This design comes from an exercise in tuning for a short achievable clock period and few clock cycles per item on the open sky130 flow, not from production work. The RTL was checked by simulation tests, not by an equivalence proof against the original design. No activity file was given, so power comes from the tool's default toggle rates.

**design/flow/design.v**
```verilog
package taie_pkg;
    localparam int unsigned DATA_W = 32;
    localparam int unsigned IDX_W  = 8;
    localparam int unsigned CMD_W  = 5;
    localparam logic [CMD_W-1:0] OP_ADD    = 5'd0;
    localparam logic [CMD_W-1:0] OP_SUB    = 5'd1;
    localparam logic [CMD_W-1:0] OP_MUL    = 5'd2;
    localparam logic [CMD_W-1:0] OP_DIV    = 5'd3;
    localparam logic [CMD_W-1:0] OP_MOD    = 5'd4;
    localparam logic [CMD_W-1:0] OP_SHL    = 5'd5;
    localparam logic [CMD_W-1:0] OP_SHR    = 5'd6;
    localparam logic [CMD_W-1:0] OP_EQ     = 5'd7;
    localparam logic [CMD_W-1:0] OP_NE     = 5'd8;
    localparam logic [CMD_W-1:0] OP_LT     = 5'd9;
    localparam logic [CMD_W-1:0] OP_LE     = 5'd10;
    localparam logic [CMD_W-1:0] OP_GT     = 5'd11;
    localparam logic [CMD_W-1:0] OP_GE     = 5'd12;
    localparam logic [CMD_W-1:0] OP_AND    = 5'd13;
    localparam logic [CMD_W-1:0] OP_OR     = 5'd14;
    localparam logic [CMD_W-1:0] OP_XOR    = 5'd15;
    localparam logic [CMD_W-1:0] OP_LAND   = 5'd16;
    localparam logic [CMD_W-1:0] OP_LOR    = 5'd17;
    localparam logic [CMD_W-1:0] OP_LNOT   = 5'd18;
    localparam logic [CMD_W-1:0] OP_BNOT   = 5'd19;
    localparam logic [CMD_W-1:0] OP_LBL    = 5'd20;
    localparam logic [CMD_W-1:0] OP_JMP    = 5'd21;
    localparam logic [CMD_W-1:0] OP_JTRUE  = 5'd22;
    localparam logic [CMD_W-1:0] OP_JFALSE = 5'd23;
    localparam logic [CMD_W-1:0] OP_COPY   = 5'd24;
    localparam logic [CMD_W-1:0] OP_PRN    = 5'd25;
    localparam logic [CMD_W-1:0] OP_END    = 5'd26;
    localparam logic [CMD_W-1:0] OP_SETVAR = 5'd27;
    typedef struct packed {
        logic [DATA_W-1:0] immediate;
        logic [IDX_W-1:0]  dest;
        logic [IDX_W-1:0]  src_b;
        logic [IDX_W-1:0]  src_a;
        logic [CMD_W-1:0]  cmd;
    } instr_t;
    typedef struct packed {
        logic              arith_error;
        logic              halt;
        logic [DATA_W-1:0] print_value;
        logic              print_valid;
        logic [IDX_W-1:0]  target_label;
        logic              branch_taken;
    } result_t;
    typedef struct packed {
        logic start;
        logic is_mod;
    } div_ctl_t;
    typedef struct packed {
        logic              done;
        logic              err;
        logic [DATA_W-1:0] value;
    } div_sts_t;
endpackage
module taie_ram #(
    parameter int unsigned WIDTH = 32,
    parameter int unsigned DEPTH = 256
) (
    input  logic                     clk,
    input  logic                     wr_en,
    input  logic [$clog2(DEPTH)-1:0] wr_addr,
    input  logic [WIDTH-1:0]         wr_data,
    input  logic [$clog2(DEPTH)-1:0] rd_addr,
    output logic [WIDTH-1:0]         rd_data
);
    logic [WIDTH-1:0] mem [DEPTH];
    always_ff @(posedge clk)
    begin
        if (wr_en)
        begin
            mem[wr_addr] <= wr_data;
        end
        rd_data <= mem[rd_addr];
    end
endmodule
import taie_pkg::*;
module taie_div (
    input  logic        clk,
    input  logic        rst_n,
    input  logic        start,
    input  logic        is_mod,
    input  logic [31:0] a,
    input  logic [31:0] b,
    output logic        busy,
    output logic        fin,
    output logic [31:0] value
);
    function automatic logic [36:0] ksadd(input logic [36:0] x, input logic [36:0] y,
                                          input logic cin);
        logic [36:0] g, p, pp0;
        g   = x & y;
        p   = x ^ y;
        pp0 = p;
        g[0] = g[0] | (p[0] & cin);
        for (int d = 1; d < 37; d = d * 2)
        begin
            g = g | (p & (g << d));
            p = p & (p << d);
        end
        ksadd = pp0 ^ {g[35:0], cin};
    endfunction
    function automatic logic [31:0] smear(input logic [31:0] x);
        logic [31:0] y;
        y = x;
        y = y | (y >> 1);
        y = y | (y >> 2);
        y = y | (y >> 4);
        y = y | (y >> 8);
        y = y | (y >> 16);
        smear = y;
    endfunction
    function automatic logic [71:0] csa36(input logic [35:0] x, input logic [35:0] y,
                                          input logic [35:0] z);
        csa36 = {((x & y) | (x & z) | (y & z)) << 1, x ^ y ^ z};
    endfunction
    logic        setup_reg, iter_reg, fin_reg;
    logic [2:0]  cnt_reg;
    logic        qneg_reg, rneg_reg, mod_reg;
    logic [31:0] rem_reg, q_reg;
    logic [35:0] dm_reg [1:15];
    logic [31:0] absa, absa_reg;
    logic [31:0] ta, tb;
    logic [8:0]  mge;
    logic [7:0]  msel, msel_reg;
    logic [35:0] bx, bxn, bx_reg;
    logic        bs, bs_reg;
    logic [71:0] cs3, cs5, cs7, cs9, cs11, cs13, cs15, cs_t;
    logic [71:0] cs3_reg, cs5_reg, cs7_reg, cs9_reg, cs11_reg, cs13_reg, cs15_reg;
    always_comb
    begin
        absa = a[31] ? 32'(ksadd({5'd0, ~a}, 37'd0, 1'b1)) : a;
        ta   = smear(a[31] ? {~a[30:0], 1'b1} : a);
        tb   = smear(b[31] ? ~b : b) | 32'd1;
        mge[0] = 1'b1;
        mge[8] = 1'b0;
        for (int j = 1; j < 8; j++)
            mge[j] = (tb & ~(ta >> (4 * j))) == 32'd0;
        for (int k = 0; k < 8; k++)
            msel[k] = mge[k] && !mge[k+1];
        bs   = b[31];
        bx   = {4'd0, b ^ {32{bs}}};
        bxn  = ~bx;
        cs3  = csa36(bx << 1, bx,  36'(bs ? 3 : 0));
        cs5  = csa36(bx << 2, bx,  36'(bs ? 5 : 0));
        cs7  = csa36(bx << 3, bxn, 36'(bs ? 8 : 1));
        cs9  = csa36(bx << 3, bx,  36'(bs ? 9 : 0));
        cs15 = csa36(bx << 4, bxn, 36'(bs ? 16 : 1));
        cs_t = csa36(bx << 3, bx << 1, bx);
        cs11 = csa36(cs_t[35:0], cs_t[71:36], 36'(bs ? 11 : 0));
        cs_t = csa36(bx << 3, bx << 2, bx);
        cs13 = csa36(cs_t[35:0], cs_t[71:36], 36'(bs ? 13 : 0));
    end
    logic [31:0] rem0, q0;
    logic [35:0] d1, d3, d5, d7, d9, d11, d13, d15;
    always_comb
    begin
        rem0 = 32'd0;
        q0   = 32'd0;
        for (int k = 0; k < 8; k++)
        begin
            rem0 = rem0 | ({32{msel_reg[k]}} & 32'({32'd0, absa_reg} >> (4 * k + 4)));
            q0   = q0   | ({32{msel_reg[k]}} & 32'({absa_reg, 32'd0} >> (4 * k + 4)));
        end
        d1  = 36'(ksadd({1'b0, bx_reg}, 37'd0, bs_reg));
        d3  = 36'(ksadd({1'b0, cs3_reg[35:0]}, {1'b0, cs3_reg[71:36]}, 1'b0));
        d5  = 36'(ksadd({1'b0, cs5_reg[35:0]}, {1'b0, cs5_reg[71:36]}, 1'b0));
        d7  = 36'(ksadd({1'b0, cs7_reg[35:0]}, {1'b0, cs7_reg[71:36]}, 1'b0));
        d9  = 36'(ksadd({1'b0, cs9_reg[35:0]}, {1'b0, cs9_reg[71:36]}, 1'b0));
        d11 = 36'(ksadd({1'b0, cs11_reg[35:0]}, {1'b0, cs11_reg[71:36]}, 1'b0));
        d13 = 36'(ksadd({1'b0, cs13_reg[35:0]}, {1'b0, cs13_reg[71:36]}, 1'b0));
        d15 = 36'(ksadd({1'b0, cs15_reg[35:0]}, {1'b0, cs15_reg[71:36]}, 1'b0));
    end
    logic [35:0] t;
    logic [36:0] r [1:15];
    logic [15:0] ge, ge_top;
    logic [31:0] rem_nx;
    logic [3:0]  dig;
    always_comb
    begin
        t = {rem_reg, q_reg[31:28]};
        ge[0] = 1'b1;
        for (int k = 1; k < 16; k++)
        begin
            r[k]  = ksadd({1'b0, t}, ~{1'b0, dm_reg[k]}, 1'b1);
            ge[k] = !r[k][36];
        end
        ge_top = {1'b0, ge[15:1]};
        rem_nx = {32{!ge[1]}} & t[31:0];
        dig    = 4'd0;
        for (int k = 1; k < 16; k++)
        begin
            rem_nx = rem_nx | ({32{ge[k] && !ge_top[k]}} & r[k][31:0]);
            dig    = dig | ({4{ge[k] && !ge_top[k]}} & 4'(k));
        end
    end
    always_ff @(posedge clk or negedge rst_n)
    begin
        if (!rst_n)
        begin
            setup_reg <= 1'b0;
            iter_reg  <= 1'b0;
            fin_reg   <= 1'b0;
        end
        else
        begin
            setup_reg <= start;
            if (setup_reg)
                iter_reg <= 1'b1;
            else if (iter_reg && cnt_reg == 3'd0)
                iter_reg <= 1'b0;
            fin_reg <= iter_reg && cnt_reg == 3'd0;
        end
    end
    always_ff @(posedge clk)
    begin
        if (start)
        begin
            absa_reg   <= absa;
            msel_reg   <= msel;
            bx_reg     <= bx;
            bs_reg     <= bs;
            cs3_reg    <= cs3;
            cs5_reg    <= cs5;
            cs7_reg    <= cs7;
            cs9_reg    <= cs9;
            cs11_reg   <= cs11;
            cs13_reg   <= cs13;
            cs15_reg   <= cs15;
            qneg_reg   <= a[31] ^ b[31];
            rneg_reg   <= a[31];
            mod_reg    <= is_mod;
        end
        if (setup_reg)
        begin
            rem_reg    <= rem0;
            q_reg      <= q0;
            cnt_reg    <= 3'(msel_reg[1] ? 1 : 0) | 3'(msel_reg[2] ? 2 : 0) |
                          3'(msel_reg[3] ? 3 : 0) | 3'(msel_reg[4] ? 4 : 0) |
                          3'(msel_reg[5] ? 5 : 0) | 3'(msel_reg[6] ? 6 : 0) |
                          3'(msel_reg[7] ? 7 : 0);
            dm_reg[1]  <= d1;
            dm_reg[2]  <= d1 << 1;
            dm_reg[3]  <= d3;
            dm_reg[4]  <= d1 << 2;
            dm_reg[5]  <= d5;
            dm_reg[6]  <= d3 << 1;
            dm_reg[7]  <= d7;
            dm_reg[8]  <= d1 << 3;
            dm_reg[9]  <= d9;
            dm_reg[10] <= d5 << 1;
            dm_reg[11] <= d11;
            dm_reg[12] <= d3 << 2;
            dm_reg[13] <= d13;
            dm_reg[14] <= d7 << 1;
            dm_reg[15] <= d15;
        end
        else if (iter_reg)
        begin
            rem_reg <= rem_nx;
            q_reg   <= {q_reg[27:0], dig};
            cnt_reg <= cnt_reg - 3'd1;
        end
    end
    assign busy  = setup_reg | iter_reg;
    assign fin   = fin_reg;
    assign value = mod_reg ? (rneg_reg ? 32'(ksadd({5'd0, ~rem_reg}, 37'd0, 1'b1)) : rem_reg)
                           : (qneg_reg ? 32'(ksadd({5'd0, ~q_reg}, 37'd0, 1'b1)) : q_reg);
endmodule
import taie_pkg::*;
module three_address_ir_execute_unit #(
    parameter int unsigned NUM_VARS   = 64,
    parameter int unsigned NUM_LABELS = 256
) (
    input  logic        clk,
    input  logic        rst_n,
    input  logic        s_axis_tvalid,
    output logic        s_axis_tready,
    input  logic [63:0] s_axis_tdata,
    output logic        m_axis_tvalid,
    input  logic        m_axis_tready,
    output logic [47:0] m_axis_tdata
);
    localparam int unsigned OQ_DEPTH = 4;
    function automatic logic [36:0] ksadd(input logic [36:0] x, input logic [36:0] y,
                                          input logic cin);
        logic [36:0] g, p, pp0;
        g   = x & y;
        p   = x ^ y;
        pp0 = p;
        g[0] = g[0] | (p[0] & cin);
        for (int d = 1; d < 37; d = d * 2)
        begin
            g = g | (p & (g << d));
            p = p & (p << d);
        end
        ksadd = pp0 ^ {g[35:0], cin};
    endfunction
    function automatic logic [63:0] csa(input logic [31:0] x, input logic [31:0] y,
                                        input logic [31:0] z);
        logic [31:0] s, c;
        s = x ^ y ^ z;
        c = (x & y) | (x & z) | (y & z);
        csa = {c[30:0], 1'b0, s};
    endfunction
    logic [31:0] vars [64];
    function automatic logic [63:0] dec64(input logic [7:0] i);
        dec64 = (i[7:6] == 2'b00) ? (64'd1 << i[5:0]) : 64'd0;
    endfunction
    logic [60:0] iq_ins [2];
    logic [63:0] iq_aoh [2];
    logic [63:0] iq_boh [2];
    logic [63:0] iq_doh [2];
    logic        iq_wp, iq_rp;
    logic [1:0]  iq_cnt;
    logic        accept;
    logic [60:0] ir_reg;
    logic        ir_v;
    logic        issue;
    logic        rdy_q;
    assign s_axis_tready = rdy_q;
    assign accept        = s_axis_tvalid && rdy_q;
    assign ir_v          = iq_cnt != 2'd0;
    assign ir_reg        = iq_ins[iq_rp];
    logic [1:0] iq_cnt_nx;
    assign iq_cnt_nx = iq_cnt + 2'(accept) - 2'(issue);
    always_ff @(posedge clk or negedge rst_n)
    begin
        if (!rst_n)
        begin
            iq_wp  <= 1'b0;
            iq_rp  <= 1'b0;
            iq_cnt <= 2'd0;
            rdy_q  <= 1'b1;
        end
        else
        begin
            if (accept)
                iq_wp <= !iq_wp;
            if (issue)
                iq_rp <= !iq_rp;
            iq_cnt <= iq_cnt_nx;
            rdy_q  <= iq_cnt_nx != 2'd2;
        end
    end
    always_ff @(posedge clk)
    begin
        for (int k = 0; k < 2; k++)
        begin
            if (accept && iq_wp == 1'(k))
            begin
                iq_ins[k] <= s_axis_tdata[60:0];
                iq_aoh[k] <= dec64(s_axis_tdata[12:5]);
                iq_boh[k] <= dec64((s_axis_tdata[4:0] == OP_PRN) ? s_axis_tdata[28:21]
                                                                 : s_axis_tdata[20:13]);
                iq_doh[k] <= dec64(s_axis_tdata[28:21]);
            end
        end
    end
    logic [4:0]  rd_cmd;
    logic [7:0]  rd_sa, rd_sb, rd_d, rd_bi;
    logic [31:0] rd_imm;
    logic        rd_use_a, rd_use_b, rd_wr, rd_d_ok;
    logic        rd_is_div, rd_is_mul;
    assign rd_cmd = ir_reg[4:0];
    assign rd_sa  = ir_reg[12:5];
    assign rd_sb  = ir_reg[20:13];
    assign rd_d   = ir_reg[28:21];
    assign rd_imm = ir_reg[60:29];
    assign rd_bi  = (rd_cmd == OP_PRN) ? rd_d : rd_sb;
    assign rd_d_ok = rd_d[7:6] == 2'b00;
    assign rd_use_a = (rd_cmd <= OP_BNOT) || rd_cmd == OP_JTRUE ||
                      rd_cmd == OP_JFALSE || rd_cmd == OP_COPY;
    assign rd_use_b = (rd_cmd <= OP_LOR) || rd_cmd == OP_PRN;
    assign rd_wr    = (rd_cmd <= OP_BNOT) || rd_cmd == OP_COPY ||
                      rd_cmd == OP_SETVAR;
    assign rd_is_div = rd_cmd == OP_DIV || rd_cmd == OP_MOD;
    assign rd_is_mul = rd_cmd == OP_MUL;
    logic        ex_v;
    logic [31:0] ex_a, ex_b, ex_imm;
    logic [7:0]  ex_d;
    logic        ex_d_ok;
    logic [63:0] ex_doh;
    logic [4:0]  ex_sh;
    logic [31:0] ex_pv, ex_old, ex_sa, mul_a, mul_b, div_a, div_b;
    logic        ex_wr_alu;           
    logic        ex_is_mul, ex_is_div, ex_is_mod;
    logic        ex_s_add, ex_s_sub, ex_s_shl, ex_s_shr, ex_s_and, ex_s_or, ex_s_xor;
    logic        ex_s_bnot, ex_s_a, ex_s_imm, ex_s_bool;
    logic        ex_o_eq, ex_o_ne, ex_o_lt, ex_o_le, ex_o_gt, ex_o_ge;
    logic        ex_o_land, ex_o_lor, ex_o_lnot;
    logic        ex_jmp, ex_jt, ex_jf, ex_prn, ex_end;
    logic [31:0] alu_out;
    logic        ex_we;               
    logic        ex_div_slow;         
    logic        m3_v;
    logic [7:0]  m3_d;
    logic [63:0] m3_doh;
    logic [31:0] m3_r [4];
    logic [31:0] mul_out;
    logic        dv_busy, dv_fin, dv1_busy, dv1_fin;
    logic [31:0] dv_out, dv1_out;
    logic [7:0]  dv_d, dv1_d;
    logic [63:0] dv_doh, dv1_doh;
    logic        wa_v, wm_v;
    logic [7:0]  wa_d, wm_d;
    logic [63:0] wa_doh, wm_doh;
    logic [31:0] wa_val, wm_val;
    function automatic logic [31:0] rdvar(input logic [63:0] oh);
        rdvar = 32'd0;
        for (int k = 0; k < 64; k++)
            rdvar = rdvar | ({32{oh[k]}} & vars[k]);
    endfunction
    function automatic logic [31:0] fwd(input logic [7:0] i, input logic [31:0] fv);
        logic hm, h0, h1, ha, hw;
        hm = m3_v && m3_d == i;
        h0 = dv_fin && dv_d == i;
        h1 = dv1_fin && dv1_d == i;
        ha = wa_v && wa_d == i;
        hw = wm_v && wm_d == i;
        fwd = ({32{hm}} & mul_out) | ({32{h0}} & dv_out) | ({32{h1}} & dv1_out) |
              ({32{ha}} & wa_val) | ({32{hw}} & wm_val) |
              ({32{!(hm || h0 || h1 || ha || hw)}} & fv);
    endfunction
    logic [31:0] rd_a, rd_b, rd_o;
    always_comb
    begin
        rd_o = fwd(rd_d,  iq_rp ? rdvar(iq_doh[1]) : rdvar(iq_doh[0]));
        rd_a = fwd(rd_sa, iq_rp ? rdvar(iq_aoh[1]) : rdvar(iq_aoh[0]));
        rd_b = fwd(rd_bi, iq_rp ? rdvar(iq_boh[1]) : rdvar(iq_boh[0]));
        if (ex_we && ex_d == rd_d)
            rd_o = alu_out;
        if (ex_we && ex_d == rd_sa)
            rd_a = alu_out;
        if (ex_we && ex_d == rd_bi)
            rd_b = alu_out;
    end
    function automatic logic pend(input logic [7:0] i);
        pend = (ex_v && ex_is_mul && ex_d_ok && ex_d == i) ||
               (ex_v && ex_div_slow && ex_d == i) ||
               (dv_busy && dv_d == i) ||
               (dv1_busy && dv1_d == i);
    endfunction
    logic hazard, div_block, room;
    logic [2:0] oq_cnt;
    logic       ob_v;
    assign hazard = (rd_use_a && pend(rd_sa)) ||
                    (rd_use_b && pend(rd_bi)) ||
                    (rd_wr && rd_d_ok && pend(rd_d));
    assign div_block = rd_is_div && ((dv_busy && dv1_busy) ||
                                     ((dv_busy || dv1_busy) && ex_v && ex_div_slow));
    assign room  = (3'(ex_v) + oq_cnt + 3'(ob_v)) <= 3'(OQ_DEPTH);
    assign issue = ir_v && !hazard && !div_block && room;
    always_ff @(posedge clk or negedge rst_n)
    begin
        if (!rst_n)
            ex_v <= 1'b0;
        else
            ex_v <= issue;
    end
    always_ff @(posedge clk)
    begin
        ex_a      <= rd_a;
        ex_b      <= rd_b;
        ex_imm    <= rd_imm;
        ex_d      <= rd_d;
        ex_d_ok   <= rd_d_ok;
        ex_doh    <= dec64(rd_d);
        ex_sh     <= rd_b[4:0];
        ex_pv     <= rd_b;
        ex_old    <= rd_o;
        ex_sa     <= rd_a;
        mul_a     <= rd_a;
        mul_b     <= rd_b;
        div_a     <= rd_a;
        div_b     <= rd_b;
        ex_wr_alu <= rd_d_ok && rd_wr && !rd_is_mul;
        ex_is_mul <= rd_is_mul;
        ex_is_div <= rd_is_div;
        ex_is_mod <= rd_cmd == OP_MOD;
        ex_s_add  <= rd_cmd == OP_ADD;
        ex_s_sub  <= rd_cmd == OP_SUB;
        ex_s_shl  <= rd_cmd == OP_SHL;
        ex_s_shr  <= rd_cmd == OP_SHR;
        ex_s_and  <= rd_cmd == OP_AND;
        ex_s_or   <= rd_cmd == OP_OR;
        ex_s_xor  <= rd_cmd == OP_XOR;
        ex_s_bnot <= rd_cmd == OP_BNOT;
        ex_s_a    <= rd_cmd == OP_COPY;
        ex_s_imm  <= rd_cmd == OP_SETVAR;
        ex_s_bool <= (rd_cmd >= OP_EQ && rd_cmd <= OP_GE) ||
                     (rd_cmd >= OP_LAND && rd_cmd <= OP_LNOT);
        ex_o_eq   <= rd_cmd == OP_EQ;
        ex_o_ne   <= rd_cmd == OP_NE;
        ex_o_lt   <= rd_cmd == OP_LT;
        ex_o_le   <= rd_cmd == OP_LE;
        ex_o_gt   <= rd_cmd == OP_GT;
        ex_o_ge   <= rd_cmd == OP_GE;
        ex_o_land <= rd_cmd == OP_LAND;
        ex_o_lor  <= rd_cmd == OP_LOR;
        ex_o_lnot <= rd_cmd == OP_LNOT;
        ex_jmp    <= rd_cmd == OP_JMP;
        ex_jt     <= rd_cmd == OP_JTRUE;
        ex_jf     <= rd_cmd == OP_JFALSE;
        ex_prn    <= rd_cmd == OP_PRN;
        ex_end    <= rd_cmd == OP_END;
    end
    logic [31:0] sum, dif;
    logic        eq, lt, anz, bnz, bool_v;
    logic        div_err, div_fast, div_zq;
    logic [31:0] fa_x, fb_x, fa_s;
    function automatic logic [31:0] smear(input logic [31:0] x);
        logic [31:0] y;
        y = x;
        y = y | (y >> 1);
        y = y | (y >> 2);
        y = y | (y >> 4);
        y = y | (y >> 8);
        y = y | (y >> 16);
        smear = y;
    endfunction
    always_comb
    begin
        div_err = div_b == 32'd0 ||
                  (div_a == 32'h8000_0000 && div_b == 32'hFFFF_FFFF);
        fa_x = div_a[31] ? {~div_a[30:0], 1'b1} : div_a;
        fb_x = div_b[31] ? ~div_b : div_b;
        fa_s = smear(fa_x);
        div_fast = (fb_x & ~fa_s) != 32'd0;
        div_zq = !div_err && div_fast;
    end
    always_comb
    begin
        sum = 32'(ksadd({5'd0, ex_a}, {5'd0, ex_b}, 1'b0));
        dif = 32'(ksadd({5'd0, ex_a}, {5'd0, ~ex_b}, 1'b1));
        eq  = ex_a == ex_b;
        lt  = (ex_a[31] != ex_b[31]) ? ex_a[31] : dif[31];
        anz = ex_a != 32'd0;
        bnz = ex_b != 32'd0;
        bool_v = (ex_o_eq && eq) || (ex_o_ne && !eq) || (ex_o_lt && lt) ||
                 (ex_o_le && (lt || eq)) || (ex_o_gt && !lt && !eq) ||
                 (ex_o_ge && !lt) || (ex_o_land && anz && bnz) ||
                 (ex_o_lor && (anz || bnz)) || (ex_o_lnot && !anz);
        alu_out = ({32{ex_s_add}}  & sum) |
                  ({32{ex_s_sub}}  & dif) |
                  ({32{ex_s_shl}}  & (ex_sa << ex_sh)) |
                  ({32{ex_s_shr}}  & 32'($signed(ex_sa) >>> ex_sh)) |
                  ({32{ex_s_and}}  & (ex_a & ex_b)) |
                  ({32{ex_s_or}}   & (ex_a | ex_b)) |
                  ({32{ex_s_xor}}  & (ex_a ^ ex_b)) |
                  ({32{ex_s_bnot}} & ~ex_a) |
                  ({32{ex_s_a}}    & ex_a) |
                  ({32{ex_s_imm}}  & ex_imm) |
                  ({32{ex_is_mod && div_zq}}  & ex_a) |
                  ({32{ex_is_div && !div_zq}} & ex_old) |
                  {31'd0, ex_s_bool && bool_v};
    end
    assign ex_we  = ex_v && ex_wr_alu;
    assign ex_div_slow = ex_is_div && ex_d_ok && !div_err && !div_fast;
    logic [43:0] res_w;
    always_comb
    begin
        res_w = '0;
        res_w[0]     = ex_jmp || (ex_jt && anz) || (ex_jf && !anz);
        res_w[8:1]   = (ex_jmp || ex_jt || ex_jf) ? ex_d : 8'd0;
        res_w[9]     = ex_prn;
        res_w[41:10] = ex_prn ? ex_pv : 32'd0;
        res_w[42]    = ex_end;
        res_w[43]    = ex_is_div && div_err;
    end
    logic [31:0] pp [17];
    logic [31:0] l1 [12];
    logic [31:0] l2 [8];
    logic [31:0] l3 [6];
    logic [31:0] l4 [4];
    logic [31:0] l5 [3];
    logic [31:0] l6 [2];
    logic [32:0] bb;
    logic        bo, bt, bn;
    logic [31:0] bm;
    always_comb
    begin
        bb = {mul_b, 1'b0};
        pp[16] = 32'd0;
        for (int i = 0; i < 16; i++)
        begin
            bo = bb[2*i+1] ^ bb[2*i];
            bt = (bb[2*i+2] && !bb[2*i+1] && !bb[2*i]) ||
                 (!bb[2*i+2] && bb[2*i+1] && bb[2*i]);
            bn = bb[2*i+2] && !(bb[2*i+1] && bb[2*i]);
            bm = ({32{bo}} & mul_a) | ({32{bt}} & {mul_a[30:0], 1'b0});
            pp[i] = (bn ? ~bm : bm) << (2 * i);
            pp[16][2*i] = bn;
        end
        for (int i = 0; i < 5; i++)
            {l1[2*i+1], l1[2*i]} = csa(pp[3*i], pp[3*i+1], pp[3*i+2]);
        l1[10] = pp[15];
        l1[11] = pp[16];
        for (int i = 0; i < 4; i++)
            {l2[2*i+1], l2[2*i]} = csa(l1[3*i], l1[3*i+1], l1[3*i+2]);
        for (int i = 0; i < 2; i++)
            {l3[2*i+1], l3[2*i]} = csa(l2[3*i], l2[3*i+1], l2[3*i+2]);
        l3[4] = l2[6];
        l3[5] = l2[7];
        for (int i = 0; i < 2; i++)
            {l4[2*i+1], l4[2*i]} = csa(l3[3*i], l3[3*i+1], l3[3*i+2]);
    end
    always_comb
    begin
        {l5[1], l5[0]} = csa(m3_r[0], m3_r[1], m3_r[2]);
        l5[2] = m3_r[3];
        {l6[1], l6[0]} = csa(l5[0], l5[1], l5[2]);
        mul_out = 32'(ksadd({5'd0, l6[0]}, {5'd0, l6[1]}, 1'b0));
    end
    always_ff @(posedge clk or negedge rst_n)
    begin
        if (!rst_n)
            m3_v <= 1'b0;
        else
            m3_v <= ex_v && ex_is_mul && ex_d_ok;
    end
    always_ff @(posedge clk)
    begin
        m3_d   <= ex_d;
        m3_doh <= ex_doh;
        for (int i = 0; i < 4; i++)
            m3_r[i] <= l4[i];
    end
    logic dv_start, dv1_start;
    assign dv_start  = ex_v && ex_div_slow && !dv_busy;
    assign dv1_start = ex_v && ex_div_slow && dv_busy;
    taie_div u_div (
        .clk    (clk),
        .rst_n  (rst_n),
        .start  (dv_start),
        .is_mod (ex_is_mod),
        .a      (div_a),
        .b      (div_b),
        .busy   (dv_busy),
        .fin    (dv_fin),
        .value  (dv_out)
    );
    taie_div u_div1 (
        .clk    (clk),
        .rst_n  (rst_n),
        .start  (dv1_start),
        .is_mod (ex_is_mod),
        .a      (div_a),
        .b      (div_b),
        .busy   (dv1_busy),
        .fin    (dv1_fin),
        .value  (dv1_out)
    );
    always_ff @(posedge clk)
    begin
        if (dv_start)
        begin
            dv_d   <= ex_d;
            dv_doh <= ex_doh;
        end
        if (dv1_start)
        begin
            dv1_d   <= ex_d;
            dv1_doh <= ex_doh;
        end
    end
    always_ff @(posedge clk or negedge rst_n)
    begin
        if (!rst_n)
        begin
            wa_v <= 1'b0;
            wm_v <= 1'b0;
        end
        else
        begin
            wa_v <= ex_we;
            wm_v <= m3_v;
        end
    end
    always_ff @(posedge clk)
    begin
        wa_d   <= ex_d;
        wa_doh <= ex_doh;
        wa_val <= alu_out;
        wm_d   <= m3_d;
        wm_doh <= m3_doh;
        wm_val <= mul_out;
    end
    always_ff @(posedge clk or negedge rst_n)
    begin
        if (!rst_n)
        begin
            for (int i = 0; i < 64; i++)
                vars[i] <= 32'd0;
        end
        else
        begin
            for (int i = 0; i < 64; i++)
            begin
                if (wa_v && wa_doh[i])
                    vars[i] <= wa_val;
                else if (wm_v && wm_doh[i])
                    vars[i] <= wm_val;
                else if (dv_fin && dv_doh[i])
                    vars[i] <= dv_out;
                else if (dv1_fin && dv1_doh[i])
                    vars[i] <= dv1_out;
            end
        end
    end
    logic [43:0] oq [OQ_DEPTH];
    logic [1:0]  oq_wp, oq_rp;
    logic [43:0] ob;
    logic        ob_v_q;              
    logic        pop, ob_take, oq_push, oq_pop;
    assign pop     = ob_v && m_axis_tready;
    assign ob_take = !ob_v || pop;
    assign oq_pop  = ob_take && oq_cnt != 3'd0;
    assign oq_push = ex_v && !(ob_take && oq_cnt == 3'd0);
    always_ff @(posedge clk or negedge rst_n)
    begin
        if (!rst_n)
        begin
            ob_v   <= 1'b0;
            ob_v_q <= 1'b0;
            oq_cnt <= 3'd0;
            oq_wp  <= 2'd0;
            oq_rp  <= 2'd0;
        end
        else
        begin
            if (ob_take)
            begin
                ob_v   <= oq_cnt != 3'd0 || ex_v;
                ob_v_q <= oq_cnt != 3'd0 || ex_v;
            end
            if (oq_push)
                oq_wp <= oq_wp + 2'd1;
            if (oq_pop)
                oq_rp <= oq_rp + 2'd1;
            oq_cnt <= oq_cnt + 3'(oq_push) - 3'(oq_pop);
        end
    end
    always_ff @(posedge clk)
    begin
        if (ob_take)
            ob <= (oq_cnt != 3'd0) ? oq[oq_rp] : res_w;
        if (oq_push)
            oq[oq_wp] <= res_w;
    end
    assign m_axis_tvalid = ob_v_q;
    assign m_axis_tdata  = {4'b0, ob};
endmodule
```
**design/flow/run.sh**
```bash
#!/bin/bash
# synth_recipe.tcl (not shown) runs the flow's synth.tcl, then flattens the netlist and writes it again
# the make line also repeats each setting of config.mk as NAME=value (left out here)
make -C /OpenROAD-flow-scripts/flow DESIGN_CONFIG=/design/flow/config.mk WORK_HOME=/design/flow/orfs CLKGATE_MAP_FILE= SYNTH_SCRIPT=/design/flow/synth_recipe.tcl finish
```
**design/flow/config.mk**
```make
export PLATFORM = sky130hd
export DESIGN_NAME = three_address_ir_execute_unit
export DESIGN_NICKNAME = three_address_ir_execute_unit
export VERILOG_FILES = /design/flow/design.v
export SDC_FILE = /design/flow/constraint.sdc
export NUM_CORES = 4
export LEC_CHECK = 0
export CAP_MARGIN = 20
export CORE_MARGIN = 2
export CORE_UTILIZATION = 30
export CTS_CLUSTER_DIAMETER = 100
export CTS_CLUSTER_SIZE = 30
export GPL_TIMING_DRIVEN = 1
export SETUP_SLACK_MARGIN = 5
export SLEW_MARGIN = 20
export TNS_END_PERCENT = 5
```
**design/flow/constraint.sdc**
```tcl
create_clock -name core_clock -period 10.0 [get_ports {clk}]
set_input_delay 2.0000 -clock core_clock [delete_from_list [all_inputs] [get_ports {clk}]]
set_output_delay 2.0000 -clock core_clock [all_outputs]
set_load 0.01 [all_outputs]
```
==> flow_summary.yaml, run 1 <==
floorplan:
  num_rows: 424
  die_h_um: 1160
  ios: 118
  die_w_um: 1160
  start_util_pct: 30.1
place:
  buffer_ports.inserted: 110
  gp_congestion: 1.36
  dp_hpwl_um: 3790000
global_routing:
  grt_max_degree: 142
  gr-total-overflow: 23416
  grt_usage_pct: 89.7
  grt_pass1_vias: 586819
  grt_pass1_wl_um: 8040000
clock_network:
  cts_sinks: 5120
  ctsHtreeMaxLevel: 5
  cts-root-buf: "clkbuf_16"
  numCtsBuffers: 383
  hold_buffers: 0
  cts.path.max_buffers: 5
synth:
  ys_types: 126
  ys_seq_area_share_pct: 34.5
  netlist_area_um2: 401000
  syn_avg_cell_area_um2: 8.29
  synth-seq-cells: 5120
  synth_edf_count: 2522
  yosys_warnings: 17
  syn_inst: 48305
  async_reset_ff_share_pct: 40.4
  synthFlopType: "edfxtp_1"
outcome:
  stop_stage: "global routing"
  status: "stopped before the end"
  stop_error: "[ERROR GRT-0116] Global routing finished with congestion. Check the congestion regions in the DRC Viewer."
-- metal layers --
layer | global-route usage, % | GRT overflow
met1 | 90.9 | 3718
met2 | 95.1 | 9991
met3 | 86.6 | 4111
met4 | 82.4 | 5087
met5 | 78.0 | 509
-- kinds of logic after synthesis --
group                    synth area share, %
AO/OA/AOI/OAI                           32.1
AND/OR/NAND/NOR                         16.0
buffers and inverters                   5.46
flip-flops                              34.5
adder cells (fa/ha/maj)                 6.64
XOR/XNOR                                4.36
multiplexers                           0.894
other                               0.000936
-- Yosys cell counts (all sizes together), types with 315 or more instances --
cell type  instances  area [µm²]
clkbuf          3780       14200
dfxtp            527       10600
inv             1252        4700
buf              718        2910
ha              1779       22300
dfrtp           2070       51800
o21ai           1672        8380
a31oi            319        2000
nand4           1089        6810
nand3            981        4920
o211ai          1192        8950
a211oi          1262        9480
a21o             581        4360
nor2            6482       24300
edfxtp          2522       75700
and2             315        1970
nor3            1590        7960
a22o            1426       12500
xor2             600        5260
a21oi           5376       26900
xnor2           1392       12200
a221oi          1681       14700
a22oi           3463       26000
nand2           2799       10500
-- what timing repair did --
item                       in CTS
resized for setup             354
cloned                          7
setup buffers                 141
setup endpoints to repair    1888
pin swaps                      87
-- how the worst min path moves through the flow --
stage / from / end / slack (ns) / cells past startpoint
2_1_floorplan: ex_doh[0]$_SDFF_PP0_ / m3_doh[0]$_DFF_P_ / 0.34 / 0
3_3_place_gp: ex_doh[62]$_SDFF_PP0_ / m3_doh[62]$_DFF_P_ / 0.35 / 0
3_5_place_dp: ex_doh[50]$_SDFF_PP0_ / m3_doh[50]$_DFF_P_ / 0.35 / 0
4_1_cts: m3_doh[26]$_DFF_P_ / wm_doh[26]$_DFF_P_ / 0.30 / 0
-- power by group through the flow --
stage	logic, µW	registers, µW	clock network, µW
after floorplan	55300	36300	0
after global placement	124000	47300	0
after detailed placement	123000	46800	0
after CTS	125000	46400	19300
-- metrics by stage --
step | setup slack [ns] | area [µm²] | cells | util, %
after floorplan | -3.42 | 401000 | 48308 | -
after global placement | 2.08 | 440000 | 64988 | 33.0
after detailed placement | 2.95 | 441000 | 65035 | 33.1
after CTS | 4.32 | 459000 | 65872 | 34.4
Testbench counts, summed over its fixed seeds: cycles 19,759, items 19,200.
==> run 2: changes to the inputs <==
--- a/design/flow/config.mk
+++ b/design/flow/config.mk
@@ -8,5 +8,5 @@
 export CAP_MARGIN = 20
 export CORE_MARGIN = 2
-export CORE_UTILIZATION = 30
+export CORE_UTILIZATION = 20
 export CTS_CLUSTER_DIAMETER = 100
 export CTS_CLUSTER_SIZE = 30
==> run 2 against run 1 <==
Net effect:
- synthesized cell count is the same
- synthesized area stayed put
- the flow again stops in global routing
==> flow_summary.yaml, run 2 <==
outcome:
  status: "stopped before the end"
  stop_stage: "global routing"
  stop_error: "[ERROR GRT-0116] Global routing finished with congestion. Check the congestion regions in the DRC Viewer."
clock_network:
  cts-root-buf: "clkbuf_16"
  cts_sinks: 5120
  cts.path.max_buffers: 6
  hold_buffers: 0
  ctsHtreeMaxLevel: 5
  numCtsBuffers: 470
global_routing:
  grt_usage_pct: 68.0
  gr-total-overflow: 17224
  grt_pass1_wl_um: 8670000
  grt_max_degree: 131
  grt_pass1_vias: 558373
synth:
  ys_seq_area_share_pct: 34.5
  synthFlopType: "edfxtp_1"
  yosys_warnings: 17
  synth_top_cell_by_area: "edfxtp_1"
  async_reset_ff_share_pct: 40.4
  synth_edf_count: 2522
  syn_inst: 48305
  syn_avg_cell_area_um2: 8.29
  netlist_area_um2: 401000
  ys_types: 126
  synthTopCellsByCount: "nor2_1, a21oi_1, clkbuf_1"
  synth_area_leaders: "edfxtp_1, dfrtp_1, a21oi_1"
  yosysMostFrequentCell: "nor2_1"
  synth-seq-cells: 5120
  synth_top_area_share_pct: 18.9
floorplan:
  die_h_um: 1420
  ios: 118
  die_w_um: 1420
  num_rows: 520
  start_util_pct: 20.0
place:
  buffer_ports.inserted: 110
  dpl_cell_area_um2: 461000
  place_inst: 74968
  gp_congestion: 1.26
  dp_hpwl_um: 4830000
## run 2: cell counts after synthesis
No cell type changed its count.
## run 2: stage by stage
step	hold WS, ns	setup WS (ns)	utilization (%)
floorplan	0.342	-3.42	-
global placement	0.354	1.92	23.0
detailed placement	0.353	1.97	23.0
CTS	0.245	4.23	24.2
## run 2: how the worst min path moves through the flow
stage	from	slack (ns)	cells past startpoint	end
2_1_floorplan	ex_doh[0]$_SDFF_PP0_	0.34	0	m3_doh[0]$_DFF_P_
3_3_place_gp	ex_doh[59]$_SDFF_PP0_	0.35	0	m3_doh[59]$_DFF_P_
3_5_place_dp	ex_doh[56]$_SDFF_PP0_	0.35	0	m3_doh[56]$_DFF_P_
4_1_cts	rst_n	0.25	1	vars[28][4]$_DFFE_PN0P_
## run 2: cells by family after synthesis
group | share of synthesized area, %
buffers and inverters | 5.46
xor gates and xnor gates | 4.36
muxes | 0.894
and+or+nand+nor | 16.0
AOI/OAI and AO/OA | 32.1
DFF | 34.5
other | 0.000936
adders and majority gates | 6.64
## run 2: layer usage
layer,GRT usage (%),overflow
met1,77.5,3870
met2,74.7,7026
met3,57.5,3332
met4,51.0,2637
met5,45.2,359
## run 2: power by group through the flow
stage	Clock (µW)	Combinational [µW]	Sequential (µW)
floorplan	0	55300	36300
CTS	23500	143000	46500
global placement	0	143000	47500
detailed placement	0	141000	47000
## run 2: repair_timing
item / 4_1_cts
resized for setup: 667
cloned: 7
endpoints found under the setup margin: 2634
pin swaps: 151
buffers inserted: 208
==> run 3: changes to the inputs <==
--- a/design/flow/design.v
+++ b/design/flow/design.v
@@ -89,18 +89,4 @@
     output logic [31:0] value
 );
-    function automatic logic [36:0] ksadd(input logic [36:0] x, input logic [36:0] y,
-                                          input logic cin);
-        logic [36:0] g, p, pp0;
-        g   = x & y;
-        p   = x ^ y;
-        pp0 = p;
-        g[0] = g[0] | (p[0] & cin);
-        for (int d = 1; d < 37; d = d * 2)
-        begin
-            g = g | (p & (g << d));
-            p = p & (p << d);
-        end
-        ksadd = pp0 ^ {g[35:0], cin};
-    endfunction
     function automatic logic [31:0] smear(input logic [31:0] x);
         logic [31:0] y;
@@ -132,5 +118,5 @@
     always_comb
     begin
-        absa = a[31] ? 32'(ksadd({5'd0, ~a}, 37'd0, 1'b1)) : a;
+        absa = a[31] ? (~a + 32'd1) : a;
         ta   = smear(a[31] ? {~a[30:0], 1'b1} : a);
         tb   = smear(b[31] ? ~b : b) | 32'd1;
@@ -165,12 +151,12 @@
             q0   = q0   | ({32{msel_reg[k]}} & 32'({absa_reg, 32'd0} >> (4 * k + 4)));
         end
-        d1  = 36'(ksadd({1'b0, bx_reg}, 37'd0, bs_reg));
-        d3  = 36'(ksadd({1'b0, cs3_reg[35:0]}, {1'b0, cs3_reg[71:36]}, 1'b0));
-        d5  = 36'(ksadd({1'b0, cs5_reg[35:0]}, {1'b0, cs5_reg[71:36]}, 1'b0));
-        d7  = 36'(ksadd({1'b0, cs7_reg[35:0]}, {1'b0, cs7_reg[71:36]}, 1'b0));
-        d9  = 36'(ksadd({1'b0, cs9_reg[35:0]}, {1'b0, cs9_reg[71:36]}, 1'b0));
-        d11 = 36'(ksadd({1'b0, cs11_reg[35:0]}, {1'b0, cs11_reg[71:36]}, 1'b0));
-        d13 = 36'(ksadd({1'b0, cs13_reg[35:0]}, {1'b0, cs13_reg[71:36]}, 1'b0));
-        d15 = 36'(ksadd({1'b0, cs15_reg[35:0]}, {1'b0, cs15_reg[71:36]}, 1'b0));
+        d1  = bx_reg + 36'(bs_reg);
+        d3  = cs3_reg[35:0]  + cs3_reg[71:36];
+        d5  = cs5_reg[35:0]  + cs5_reg[71:36];
+        d7  = cs7_reg[35:0]  + cs7_reg[71:36];
+        d9  = cs9_reg[35:0]  + cs9_reg[71:36];
+        d11 = cs11_reg[35:0] + cs11_reg[71:36];
+        d13 = cs13_reg[35:0] + cs13_reg[71:36];
+        d15 = cs15_reg[35:0] + cs15_reg[71:36];
     end
     logic [35:0] t;
@@ -185,5 +171,5 @@
         for (int k = 1; k < 16; k++)
         begin
-            r[k]  = ksadd({1'b0, t}, ~{1'b0, dm_reg[k]}, 1'b1);
+            r[k]  = {1'b0, t} - {1'b0, dm_reg[k]};
             ge[k] = !r[k][36];
         end
@@ -267,6 +253,6 @@
     assign busy  = setup_reg | iter_reg;
     assign fin   = fin_reg;
-    assign value = mod_reg ? (rneg_reg ? 32'(ksadd({5'd0, ~rem_reg}, 37'd0, 1'b1)) : rem_reg)
-                           : (qneg_reg ? 32'(ksadd({5'd0, ~q_reg}, 37'd0, 1'b1)) : q_reg);
+    assign value = mod_reg ? (rneg_reg ? (~rem_reg + 32'd1) : rem_reg)
+                           : (qneg_reg ? (~q_reg + 32'd1) : q_reg);
 endmodule
 import taie_pkg::*;
@@ -285,18 +271,4 @@
 );
     localparam int unsigned OQ_DEPTH = 4;
-    function automatic logic [36:0] ksadd(input logic [36:0] x, input logic [36:0] y,
-                                          input logic cin);
-        logic [36:0] g, p, pp0;
-        g   = x & y;
-        p   = x ^ y;
-        pp0 = p;
-        g[0] = g[0] | (p[0] & cin);
-        for (int d = 1; d < 37; d = d * 2)
-        begin
-            g = g | (p & (g << d));
-            p = p & (p << d);
-        end
-        ksadd = pp0 ^ {g[35:0], cin};
-    endfunction
     function automatic logic [63:0] csa(input logic [31:0] x, input logic [31:0] y,
                                         input logic [31:0] z);
@@ -318,4 +290,5 @@
     logic        accept;
     logic [60:0] ir_reg;
+    logic [63:0] ir_aoh, ir_boh, ir_doh;
     logic        ir_v;
     logic        issue;
@@ -325,4 +298,7 @@
     assign ir_v          = iq_cnt != 2'd0;
     assign ir_reg        = iq_ins[iq_rp];
+    assign ir_aoh        = iq_aoh[iq_rp];
+    assign ir_boh        = iq_boh[iq_rp];
+    assign ir_doh        = iq_doh[iq_rp];
     logic [1:0] iq_cnt_nx;
     assign iq_cnt_nx = iq_cnt + 2'(accept) - 2'(issue);
@@ -405,8 +381,4 @@
     logic [7:0]  dv_d, dv1_d;
     logic [63:0] dv_doh, dv1_doh;
-    logic        wa_v, wm_v;
-    logic [7:0]  wa_d, wm_d;
-    logic [63:0] wa_doh, wm_doh;
-    logic [31:0] wa_val, wm_val;
     function automatic logic [31:0] rdvar(input logic [63:0] oh);
         rdvar = 32'd0;
@@ -414,27 +386,37 @@
             rdvar = rdvar | ({32{oh[k]}} & vars[k]);
     endfunction
-    function automatic logic [31:0] fwd(input logic [7:0] i, input logic [31:0] fv);
-        logic hm, h0, h1, ha, hw;
-        hm = m3_v && m3_d == i;
-        h0 = dv_fin && dv_d == i;
-        h1 = dv1_fin && dv1_d == i;
-        ha = wa_v && wa_d == i;
-        hw = wm_v && wm_d == i;
-        fwd = ({32{hm}} & mul_out) | ({32{h0}} & dv_out) | ({32{h1}} & dv1_out) |
-              ({32{ha}} & wa_val) | ({32{hw}} & wm_val) |
-              ({32{!(hm || h0 || h1 || ha || hw)}} & fv);
-    endfunction
     logic [31:0] rd_a, rd_b, rd_o;
     always_comb
     begin
-        rd_o = fwd(rd_d,  iq_rp ? rdvar(iq_doh[1]) : rdvar(iq_doh[0]));
-        rd_a = fwd(rd_sa, iq_rp ? rdvar(iq_aoh[1]) : rdvar(iq_aoh[0]));
-        rd_b = fwd(rd_bi, iq_rp ? rdvar(iq_boh[1]) : rdvar(iq_boh[0]));
         if (ex_we && ex_d == rd_d)
             rd_o = alu_out;
+        else if (m3_v && m3_d == rd_d)
+            rd_o = mul_out;
+        else if (dv_fin && dv_d == rd_d)
+            rd_o = dv_out;
+        else if (dv1_fin && dv1_d == rd_d)
+            rd_o = dv1_out;
+        else
+            rd_o = rdvar(ir_doh);
         if (ex_we && ex_d == rd_sa)
             rd_a = alu_out;
+        else if (m3_v && m3_d == rd_sa)
+            rd_a = mul_out;
+        else if (dv_fin && dv_d == rd_sa)
+            rd_a = dv_out;
+        else if (dv1_fin && dv1_d == rd_sa)
+            rd_a = dv1_out;
+        else
+            rd_a = rdvar(ir_aoh);
         if (ex_we && ex_d == rd_bi)
             rd_b = alu_out;
+        else if (m3_v && m3_d == rd_bi)
+            rd_b = mul_out;
+        else if (dv_fin && dv_d == rd_bi)
+            rd_b = dv_out;
+        else if (dv1_fin && dv1_d == rd_bi)
+            rd_b = dv1_out;
+        else
+            rd_b = rdvar(ir_boh);
     end
     function automatic logic pend(input logic [7:0] i);
@@ -468,5 +450,5 @@
         ex_d      <= rd_d;
         ex_d_ok   <= rd_d_ok;
-        ex_doh    <= dec64(rd_d);
+        ex_doh    <= ir_doh;
         ex_sh     <= rd_b[4:0];
         ex_pv     <= rd_b;
@@ -534,6 +516,6 @@
     always_comb
     begin
-        sum = 32'(ksadd({5'd0, ex_a}, {5'd0, ex_b}, 1'b0));
-        dif = 32'(ksadd({5'd0, ex_a}, {5'd0, ~ex_b}, 1'b1));
+        sum = ex_a + ex_b;
+        dif = ex_a - ex_b;
         eq  = ex_a == ex_b;
         lt  = (ex_a[31] != ex_b[31]) ? ex_a[31] : dif[31];
@@ -613,5 +595,5 @@
         l5[2] = m3_r[3];
         {l6[1], l6[0]} = csa(l5[0], l5[1], l5[2]);
-        mul_out = 32'(ksadd({5'd0, l6[0]}, {5'd0, l6[1]}, 1'b0));
+        mul_out = l6[0] + l6[1];
     end
     always_ff @(posedge clk or negedge rst_n)
@@ -671,26 +653,4 @@
         if (!rst_n)
         begin
-            wa_v <= 1'b0;
-            wm_v <= 1'b0;
-        end
-        else
-        begin
-            wa_v <= ex_we;
-            wm_v <= m3_v;
-        end
-    end
-    always_ff @(posedge clk)
-    begin
-        wa_d   <= ex_d;
-        wa_doh <= ex_doh;
-        wa_val <= alu_out;
-        wm_d   <= m3_d;
-        wm_doh <= m3_doh;
-        wm_val <= mul_out;
-    end
-    always_ff @(posedge clk or negedge rst_n)
-    begin
-        if (!rst_n)
-        begin
             for (int i = 0; i < 64; i++)
                 vars[i] <= 32'd0;
@@ -700,8 +660,8 @@
             for (int i = 0; i < 64; i++)
             begin
-                if (wa_v && wa_doh[i])
-                    vars[i] <= wa_val;
-                else if (wm_v && wm_doh[i])
-                    vars[i] <= wm_val;
+                if (ex_we && ex_doh[i])
+                    vars[i] <= alu_out;
+                else if (m3_v && m3_doh[i])
+                    vars[i] <= mul_out;
                 else if (dv_fin && dv_doh[i])
                     vars[i] <= dv_out;
--- a/design/flow/config.mk
+++ b/design/flow/config.mk
@@ -8,8 +8,9 @@
 export CAP_MARGIN = 20
 export CORE_MARGIN = 2
-export CORE_UTILIZATION = 20
+export CORE_UTILIZATION = 25
 export CTS_CLUSTER_DIAMETER = 100
 export CTS_CLUSTER_SIZE = 30
 export GPL_TIMING_DRIVEN = 1
+export PLACE_DENSITY = 0.35
 export SETUP_SLACK_MARGIN = 5
 export SLEW_MARGIN = 20
==> run 3 against run 2 <==
Net effect:
- the flow again stops in global routing
- synthesized area is 11% lower
- synthesized cell count is 18% lower
==> flow_summary.yaml, run 3 <==
synth:
  syn_inst: 39828
  synth_area_leaders: "edfxtp_1, dfrtp_1, ha_1"
  syn_avg_cell_area_um2: 8.99
  synth_top_area_share_pct: 21.2
  synth_edf_count: 2522
  synthTopCellsByCount: "a21oi_1, nand2_1, clkbuf_1"
  ys_seq_area_share_pct: 37.8
  netlist_area_um2: 358000
  ys_types: 114
  yosysMostFrequentCell: "a21oi_1"
  yosys_warnings: 17
  synth_top_cell_by_area: "edfxtp_1"
  synth-seq-cells: 4982
  async_reset_ff_share_pct: 41.5
  synthFlopType: "edfxtp_1"
floorplan:
  start_util_pct: 25.1
  ios: 118
  num_rows: 439
  die_w_um: 1200
  die_h_um: 1200
place:
  dpl_worst_slack_ns: 2.35
  gp_congestion: 1.26
  dp_hpwl_um: 3450000
  buffer_ports.inserted: 110
global_routing:
  grt_usage_pct: 63.9
  grt_max_degree: 136
  gr-total-overflow: 1
clock_network:
  ctsHtreeMaxLevel: 5
  hold_buffers: 0
  cts.path.max_buffers: 5
  cts_sinks: 4982
  numCtsBuffers: 423
  cts-root-buf: "clkbuf_16"
outcome:
  stop_error: "[ERROR GRT-0232] Routing congestion too high. Check the congestion heatmap in the GUI."
  status: "stopped before the end"
  stop_stage: "global routing"
## run 3: cell types whose count changed after synthesis, moves of 220 or more
cell | before | now
a32oi_1 | 33 | 353
o22ai_1 | 75 | 1184
nor2_1 | 6481 | 2871
nor3_1 | 1589 | 435
a21oi_1 | 5375 | 3494
nand3_1 | 978 | 594
nand2_1 | 2798 | 3191
nand4_1 | 1089 | 548
o221ai_1 | 71 | 326
buf_1 | 619 | 357
a22oi_1 | 3463 | 1112
a221oi_1 | 1677 | 1457
o21ai_0 | 1618 | 2275
clkbuf_1 | 3777 | 3176
## run 3: stage by stage
step / setup TNS (ns) / cell area (µm²) / power, µW / hold WS, ns / std cells
after CTS: 0 / 423000 / 142000 / 0.404 / 59141
after detailed placement: 0 / 399000 / 119000 / 0.390 / 58049
after global placement: 0 / 399000 / 120000 / 0.392 / 58026
after floorplan: -4496.51 / 358000 / 60600 / 0.358 / 39831
## run 3: what timing repair did
| action | in CTS |
|---|---|
| setup endpoints to repair | 3481 |
| gates cloned | 45 |
| resized for setup | 788 |
| pin swaps | 98 |
| buffers inserted | 257 |
## run 3: worst min-delay path by stage
stage / startpoint / endpoint / slack, ns / cells after the start
after CTS: ex_doh[61]$_DFF_P_ / m3_doh[61]$_DFF_P_ / 0.40 / 0
after detailed placement: ex_doh[49]$_DFF_P_ / m3_doh[49]$_DFF_P_ / 0.39 / 0
after global placement: ex_doh[49]$_DFF_P_ / m3_doh[49]$_DFF_P_ / 0.39 / 0
after floorplan: ex_doh[16]$_DFF_P_ / m3_doh[16]$_DFF_P_ / 0.36 / 0
## run 3: power groups by stage
stage	clock [µW]	combinational [µW]	sequential, µW
3_5_place_dp	0	79000	40000
2_1_floorplan	0	29100	31500
3_3_place_gp	0	79700	40200
4_1_cts	20900	81700	39500
## run 3: metal layers
layer  GRT overflow  GRT usage, %
met1              1          71.4
met2              0          70.6
met3              0          54.7
met4              0          49.3
met5              0          44.4
## run 3: logic make-up after synthesis
| group | after synthesis | synth area share, % |
|---|---|---|
| compound gates | 16239 | 31.3 |
| simple gates | 9111 | 11.4 |
| flops | 4982 | 37.8 |
| buf+inv | 4970 | 5.33 |
| fa+ha+maj | 2008 | 7.50 |
| xor+xnor | 1995 | 4.88 |
| mux | 522 | 1.77 |
| other cells | 1 | 0.00105 |
Testbench counts of run 3, summed over its fixed seeds: cycles 19,759, items 19,200.
